This design comes from an exercise in tuning for small area on the open sky130 flow, not from production work. Function was checked by simulation only, so behaviour that the tests miss may differ from the original. Power figures rest on the tool's default switching activity, not on a simulated workload.

==> design/flow/design.v <==
module sdm_cic_decim #(
    parameter int unsigned CH         = 4,
    parameter int unsigned ORDER      = 4,
    parameter int unsigned DECIM_LOG2 = 6,
    parameter int unsigned OUT_W      = 16
) (
    input  logic                  clk,
    input  logic                  rst,
    input  logic                  sync_clr,
    input  logic                  valid_in,
    input  logic [CH-1:0]         din,
    output logic                  dout_valid,
    input  logic                  dout_ready,
    output logic [CH*OUT_W-1:0]   dout,
    output logic                  overrun
);
    localparam int unsigned ACC_W  = ORDER * DECIM_LOG2 + 1;
    localparam int unsigned INT_W  = ACC_W + 1;
    localparam int unsigned SHIFT  = ACC_W - OUT_W;
    localparam int unsigned WARM_W = $clog2(ORDER + 1);
    localparam logic [DECIM_LOG2-1:0]   CNT_LAST  = '1;
    localparam logic [WARM_W-1:0]       WARM_DONE = WARM_W'(ORDER);
    localparam logic [INT_W-1:0]        SAMP_POS  = INT_W'(1);
    localparam logic [INT_W-1:0]        SAMP_NEG  = '1;
    localparam logic signed [INT_W-1:0] SAT_MAX   = INT_W'((64'd1 << (OUT_W - 1)) - 64'd1);
    localparam logic signed [INT_W-1:0] SAT_MIN   = ~SAT_MAX;
    logic [INT_W-1:0]      r_int [CH][ORDER];
    logic [INT_W-1:0]      r_cmb [CH][ORDER+1];
    logic [INT_W-1:0]      r_dly [CH][ORDER];
    logic [ORDER:0]        r_cv;
    logic [ORDER:0]        r_ct;
    logic [DECIM_LOG2-1:0] r_dcnt;
    logic [WARM_W-1:0]     r_warm;
    logic                  w_cap;
    logic signed [INT_W-1:0] w_sh;
    logic [CH*OUT_W-1:0]   w_res;
    assign w_cap = valid_in && (r_dcnt == CNT_LAST);
    always_ff @(posedge clk or posedge rst) begin
        if (rst) begin
            r_dcnt <= '0;
            for (int unsigned c = 0; c < CH; c++)
                for (int unsigned k = 0; k < ORDER; k++)
                    r_int[c][k] <= '0;
        end else if (sync_clr) begin
            r_dcnt <= '0;
            for (int unsigned c = 0; c < CH; c++)
                for (int unsigned k = 0; k < ORDER; k++)
                    r_int[c][k] <= '0;
        end else if (valid_in) begin
            r_dcnt <= r_dcnt + 1'b1;
            for (int unsigned c = 0; c < CH; c++) begin
                r_int[c][0] <= r_int[c][0] + (din[c] ? SAMP_POS : SAMP_NEG);
                for (int unsigned k = 1; k < ORDER; k++)
                    r_int[c][k] <= r_int[c][k] + r_int[c][k-1];
            end
        end
    end
    always_ff @(posedge clk or posedge rst) begin
        if (rst) begin
            r_cv   <= '0;
            r_ct   <= '0;
            r_warm <= '0;
            for (int unsigned c = 0; c < CH; c++) begin
                for (int unsigned j = 0; j <= ORDER; j++) r_cmb[c][j] <= '0;
                for (int unsigned j = 0; j < ORDER; j++)  r_dly[c][j] <= '0;
            end
        end else if (sync_clr) begin
            r_cv   <= '0;
            r_ct   <= '0;
            r_warm <= '0;
            for (int unsigned c = 0; c < CH; c++) begin
                for (int unsigned j = 0; j <= ORDER; j++) r_cmb[c][j] <= '0;
                for (int unsigned j = 0; j < ORDER; j++)  r_dly[c][j] <= '0;
            end
        end else begin
            r_cv[0] <= w_cap;
            r_ct[0] <= w_cap && (r_warm == WARM_DONE);
            if (w_cap) begin
                if (r_warm != WARM_DONE) r_warm <= r_warm + 1'b1;
                for (int unsigned c = 0; c < CH; c++)
                    r_cmb[c][0] <= r_int[c][ORDER-1];
            end
            for (int unsigned j = 1; j <= ORDER; j++) begin
                r_cv[j] <= r_cv[j-1];
                r_ct[j] <= r_ct[j-1];
                if (r_cv[j-1]) begin
                    for (int unsigned c = 0; c < CH; c++) begin
                        r_cmb[c][j]   <= r_cmb[c][j-1] - r_dly[c][j-1];
                        r_dly[c][j-1] <= r_cmb[c][j-1];
                    end
                end
            end
        end
    end
    always_comb begin
        w_res = '0;
        w_sh  = '0;
        for (int unsigned c = 0; c < CH; c++) begin
            w_sh = $signed(r_cmb[c][ORDER]) >>> SHIFT;
            if (w_sh > SAT_MAX)
                w_res[c*OUT_W +: OUT_W] = OUT_W'(SAT_MAX);
            else if (w_sh < SAT_MIN)
                w_res[c*OUT_W +: OUT_W] = OUT_W'(SAT_MIN);
            else
                w_res[c*OUT_W +: OUT_W] = OUT_W'(w_sh);
        end
    end
    always_ff @(posedge clk or posedge rst) begin
        if (rst) begin
            dout_valid <= 1'b0;
            dout       <= '0;
            overrun    <= 1'b0;
        end else if (sync_clr) begin
            dout_valid <= 1'b0;
            dout       <= '0;
            overrun    <= 1'b0;
        end else if (r_cv[ORDER] && r_ct[ORDER]) begin
            dout       <= w_res;
            dout_valid <= 1'b1;
            if (dout_valid && !dout_ready) overrun <= 1'b1;
        end else if (dout_ready) begin
            dout_valid <= 1'b0;
        end
    end
endmodule
==> design/flow/run.sh <==
#!/bin/bash
# synth_recipe.tcl (not shown) runs the flow's synth.tcl, then flattens the netlist and writes it again
# the make line also repeats each setting of config.mk as NAME=value (left out here)
make -C /OpenROAD-flow-scripts/flow DESIGN_CONFIG=/design/flow/config.mk WORK_HOME=/design/flow/orfs CLKGATE_MAP_FILE= SYNTH_SCRIPT=/design/flow/synth_recipe.tcl finish
==> design/flow/config.mk <==
export PLATFORM = sky130hd
export DESIGN_NAME = sdm_cic_decim
export DESIGN_NICKNAME = sdm_cic_decim
export VERILOG_FILES = /design/flow/design.v
export SDC_FILE = /design/flow/constraint.sdc
export NUM_CORES = 4
export LEC_CHECK = 0
export CAP_MARGIN = 20
export CORE_MARGIN = 2
export CORE_UTILIZATION = 40
export SLEW_MARGIN = 20
==> design/flow/constraint.sdc <==
create_clock -name core_clock -period 10.0 [get_ports {clk}]
set_input_delay 2.0000 -clock core_clock [delete_from_list [all_inputs] [get_ports {clk}]]
set_output_delay 2.0000 -clock core_clock [all_outputs]
set_load 0.01 [all_outputs]
==> run summary <==
-- routing by layer --
layer / vias up / share of wire / GRT usage
met1: 31700 / 0.52 / 0.252
met3: 234 / 0.027 / 0.0201
li1: 35100 / - / -
met4: 0 / 0.019 / 0.0398
met5: - / 0 / 0
met2: 769 / 0.43 / 0.265
-- layout by cell type, fill, tap and decap left out, types with 69 or more instances in the layout --
master           instances
nor3_1                 166
nor2b_1                109
xnor2_1                374
xor2_1                 243
clkbuf_16              159
dfrtp_1               1397
a211oi_1               116
inv_1                  620
o21ai_1                253
ha_1                   795
nor2_1                1272
a21o_1                 300
o21ai_0                323
nand2_1                857
nand3_1                143
a21oi_1                773
clkdlybuf4s50_1         72
nand2b_1               109
o21a_1                  90
and3_1                  69
a31oi_1                 96
mux2i_1                688
o21bai_1                83
-- through the flow --
stage | std cells | setup slack [ns] | instance area [sq um] | util | power, W
global route | 13100 | 4.74 | 99900 | 0.444 | 0.0149
floorplan | 10000 | -11.39 | 90500 | - | 0.00769
finish | 13100 | 4.96 | 99900 | 0.444 | 0.0142
CTS | 13100 | 5.03 | 99900 | 0.444 | 0.0144
detailed placement | 12800 | 4.15 | 94300 | 0.419 | 0.00812
global placement | 12800 | 4.13 | 94300 | 0.419 | 0.00807
-- flip-flops by register name, indices dropped and copies added (netlist names) --
register    count
r_dly         416
dout_valid      1
r_ct            5
r_int         416
dout           64
r_dcnt          6
r_cmb         484
r_warm          3
overrun         1
r_cv            5
-- layout make-up --
cell class                 count  area, sq um  area share
multi-input combinational   7613        51800       0.518
sequential                  1401        35100       0.351
clock buffer                 216         4480      0.0449
tap                         2992         3740      0.0375
inverter                     630         2370      0.0237
timing repair buffer         139         1410      0.0141
clock inverter                72         1090      0.0109
-- synth_stat cells (15+ instances only) --
master,n,area share
a211o_1,25,0.0024
a211oi_1,116,0.0096
a21boi_1,21,0.0017
a21o_1,300,0.025
a21oi_1,774,0.043
a221o_1,18,0.0020
a22o_1,48,0.0046
a311oi_1,18,0.0017
a31o_2,15,0.0015
a31oi_1,96,0.0066
a32o_1,20,0.0022
a41oi_1,20,0.0019
and2_1,35,0.0024
and3_1,70,0.0048
and4_1,15,0.0015
buf_1,54,0.0022
clkbuf_1,311,0.013
dfrtp_1,1401,0.39
fa_1,28,0.0062
ha_1,795,0.11
inv_1,624,0.026
mux2i_1,688,0.076
nand2_1,858,0.036
nand2b_1,109,0.0075
nand3_1,144,0.0080
nand3b_1,35,0.0029
nand4_1,53,0.0037
nor2_1,1279,0.053
nor2b_1,110,0.0076
nor3_1,166,0.0092
nor3b_1,16,0.0013
o211ai_1,29,0.0024
o21a_1,90,0.0075
o21ai_0,326,0.018
o21ai_1,250,0.014
o21bai_1,83,0.0069
o22ai_1,19,0.0013
o31ai_1,41,0.0034
or2_2,15,0.0010
or3_1,65,0.0045
xnor2_1,374,0.036
xor2_1,243,0.024
-- worst paths after layout --
| path | slack, ns | from | cells after the start | endpoint |
|---|---|---|---|---|
| max | 4.96 | din[2] | 14 | r_int[8][24]$_DFFE_PP0P_ |
| max in group asynchronous | 6.42 | rst | 5 | r_dly[15][2]$_DFFE_PP0P_ |
| min reg2reg | 0.46 | r_ct[1]$_DFF_PP0_ | 1 | r_ct[2]$_DFF_PP0_ |
| min | 0.46 | r_ct[1]$_DFF_PP0_ | 1 | r_ct[2]$_DFF_PP0_ |
| max reg2reg | 6.08 | r_int[8][0]$_DFFE_PP0P_ | 13 | r_int[9][22]$_DFFE_PP0P_ |
| min in group asynchronous | 1.66 | rst | 2 | r_cmb[3][0]$_DFFE_PP0P_ |
-- where the power goes --
group / internal (W) / total [W] / switching, W
Combinational: 0.000792 / 0.00195 / 0.00116
Clock: 0.00369 / 0.00614 / 0.00245
Sequential: 0.00585 / 0.00607 / 0.000221
-- cell families (layout without fill, tap and decap cells) --
family                     Yosys count  in the layout  share of synthesized area
DFF                               1401           1401                      0.387
AOI/OAI and AO/OA                 2462           2462                      0.171
muxes                              693            693                     0.0767
xor gates and xnor gates           617            617                     0.0597
and+or+nand+nor                   3018           3018                      0.147
adders and majority gates          823            823                      0.116
buffers and inverters              995           1057                     0.0413
-- worst max-delay path: stages --
cell             delay, ns
clkdlybuf4s50_1       0.52
inv_1                 0.06
buf_4                 0.24
fa_1                  0.49
a21oi_1               0.21
o21ai_1               0.10
a2111oi_1             0.57
or3_1                 0.24
a41oi_1               0.19
a221o_1               0.39
a41oi_1               0.31
a21oi_1               0.12
xnor2_1               0.16
o21ai_1               0.07
==> impl_metrics.prom <==
# TYPE chip_impl_metric gauge
chip_impl_metric{name="post_route_hold_slack",unit="ns"} 0.464
chip_impl_metric{name="synth-seq-cells",unit=""} 1401
chip_impl_metric{name="synthesis.yosys.warnings",unit=""} 4
chip_impl_metric{name="htree_levels",unit=""} 4
chip_impl_metric{name="yosysSeqAreaShare",unit=""} 0.387
chip_impl_metric{name="gp_congestion",unit=""} 0.851
chip_impl_metric{name="number_of_enable_type_register_cells_in_the_synthesized_netlist",unit=""} 0
chip_impl_metric{name="num-nets-final",unit=""} 10800
chip_impl_metric{name="grt_antenna_before_repair",unit=""} 0
chip_impl_metric{name="clock_tree.buffer_depth",unit=""} 3
chip_impl_metric{name="avgSynthCellArea",unit="sq um"} 9.04
chip_impl_info{name="critical_path.endpoint_type",value="register"} 1
chip_impl_metric{name="cp.arrival",unit="ns"} 5.70
chip_impl_metric{name="fillCellCount",unit=""} 21500
chip_impl_metric{name="number_of_standard_cells_after_synthesis",unit=""} 10000
chip_impl_metric{name="drt_pre_antenna_iters",unit=""} 5
chip_impl_metric{name="syn_nets",unit=""} 10800
chip_impl_metric{name="floorplan.die.height",unit="um"} 480
chip_impl_info{name="critPathLaunchType",value="primary input"} 1
chip_impl_metric{name="via_per_inst",unit=""} 5.19
chip_impl_metric{name="num_io_pins",unit=""} 75
chip_impl_metric{name="crit_required",unit="ns"} 10.66
chip_impl_metric{name="cts_hold_buf",unit=""} 0
chip_impl_metric{name="start_util",unit=""} 0.402
chip_impl_metric{name="static-leakage-power",unit="nW"} 45.6
chip_impl_info{name="result_of_the_run",value="finished clean"} 1
chip_impl_info{name="root_buffer",value="clkbuf_16"} 1
chip_impl_metric{name="timing.critical_path.fanout_max",unit=""} 26
chip_impl_info{name="cts_tree",value="built"} 1
chip_impl_metric{name="route.vias.total",unit=""} 67800
chip_impl_metric{name="period_minus_slack",unit="ns"} 5.04
chip_impl_metric{name="cts-resized-gates",unit=""} 0
chip_impl_metric{name="pwr_density_cell",unit="nW/um^2"} 142
chip_impl_metric{name="maxSlewViolCount",unit=""} 0
chip_impl_metric{name="tightest_slew",unit="ns"} 1.05
chip_impl_metric{name="irDropWorstVdd",unit="uV"} 151
chip_impl_metric{name="routed_wire_length_per_instance",unit="um"} 15.0
chip_impl_metric{name="synth_area",unit="sq um"} 90500
chip_impl_metric{name="grt_util_all_layers",unit=""} 0.170
chip_impl_metric{name="asyncSetResetFlopFracSynth",unit=""} 1.00
chip_impl_metric{name="pin_count_of_the_biggest_net_entering_global_routing",unit=""} 210
chip_impl_metric{name="drt.antenna.violating_nets",unit=""} 0
chip_impl_info{name="post_synth_top_flop",value="dfrtp_1"} 1
chip_impl_metric{name="clkSinkCount",unit=""} 1401
chip_impl_info{name="grt_setup_unrepaired",value="false"} 1
chip_impl_metric{name="cts_setup_buffers",unit=""} 0
chip_impl_metric{name="max_freq",unit="MHz"} 198
chip_impl_metric{name="detailed_place_hpwl",unit="mm"} 139
chip_impl_metric{name="first_global_vias",unit=""} 66300
chip_impl_info{name="timing.hold.worst.class",value="reg2reg"} 1
chip_impl_metric{name="layout_worst_path_cycle_share",unit=""} 0.504
chip_impl_metric{name="clock_skew",unit="ns"} 0.0278
chip_impl_metric{name="number_of_drc_markers_after_the_initial_detailed_route_iteration",unit=""} 3927
chip_impl_metric{name="cts_inserted_buffers",unit=""} 158
chip_impl_metric{name="die_outline_area",unit="sq um"} 230000
chip_impl_metric{name="clock_latency",unit="ns"} 0.81
chip_impl_metric{name="areaGrowthSynthToFinish",unit="%"} 10.4
chip_impl_metric{name="synth_cell_type_count",unit=""} 95
chip_impl_metric{name="tns",unit="ns"} 0
chip_impl_metric{name="setup_viol",unit=""} 0
chip_impl_metric{name="layout-drive-gt1-share",unit=""} 0.0402
chip_impl_metric{name="slew_headroom",unit=""} 0.298
chip_impl_metric{name="finalWirelength",unit="mm"} 196
chip_impl_metric{name="hold_violations",unit=""} 0
chip_impl_metric{name="antenna_cells_inserted",unit=""} 0
chip_impl_metric{name="cts.reportedPaths.clkPinSlew",unit="ns"} 0.06
chip_impl_metric{name="grt_remaining_overflow",unit=""} 0
chip_impl_metric{name="maxCapViolCount",unit=""} 0
chip_impl_metric{name="port-buffer-count",unit=""} 74
chip_impl_info{name="critical_path_class",value="in2reg"} 1
chip_impl_metric{name="floorplan.rows",unit=""} 174
chip_impl_metric{name="core_area",unit="sq um"} 225000
chip_impl_metric{name="grt_pass1_wl",unit="mm"} 337
chip_impl_metric{name="floorplan.die.width",unit="um"} 480
chip_impl_metric{name="route.detailed.drc",unit=""} 0

-- what the ideal ports hide --
How much do the figures lean on ideal ports? The routed layout below was timed once more, with nothing changed but the port constraints.
Step 1: set_driving_cell puts a clkbuf_16 on clk and a buf_2 on each other input, an assumption about the parent block.
Step 2 moves the port delays by t, midway between the first and last clock arrival at a register: inputs arrive t later, outputs are due t later. That takes back most of the time a late clock gives input paths.
Three values: ideal, step 1, step 2; two values: the first two.
t, ns: 0.888
setup slack, ns: 4.962 / 4.998 / 4.110
worst register clock-pin slew, ns: 0.06 / 0.06
After both steps this run still meets setup and hold. The setup slack of this run moves by +0.036 ns with the drivers and by -0.852 ns with both steps.
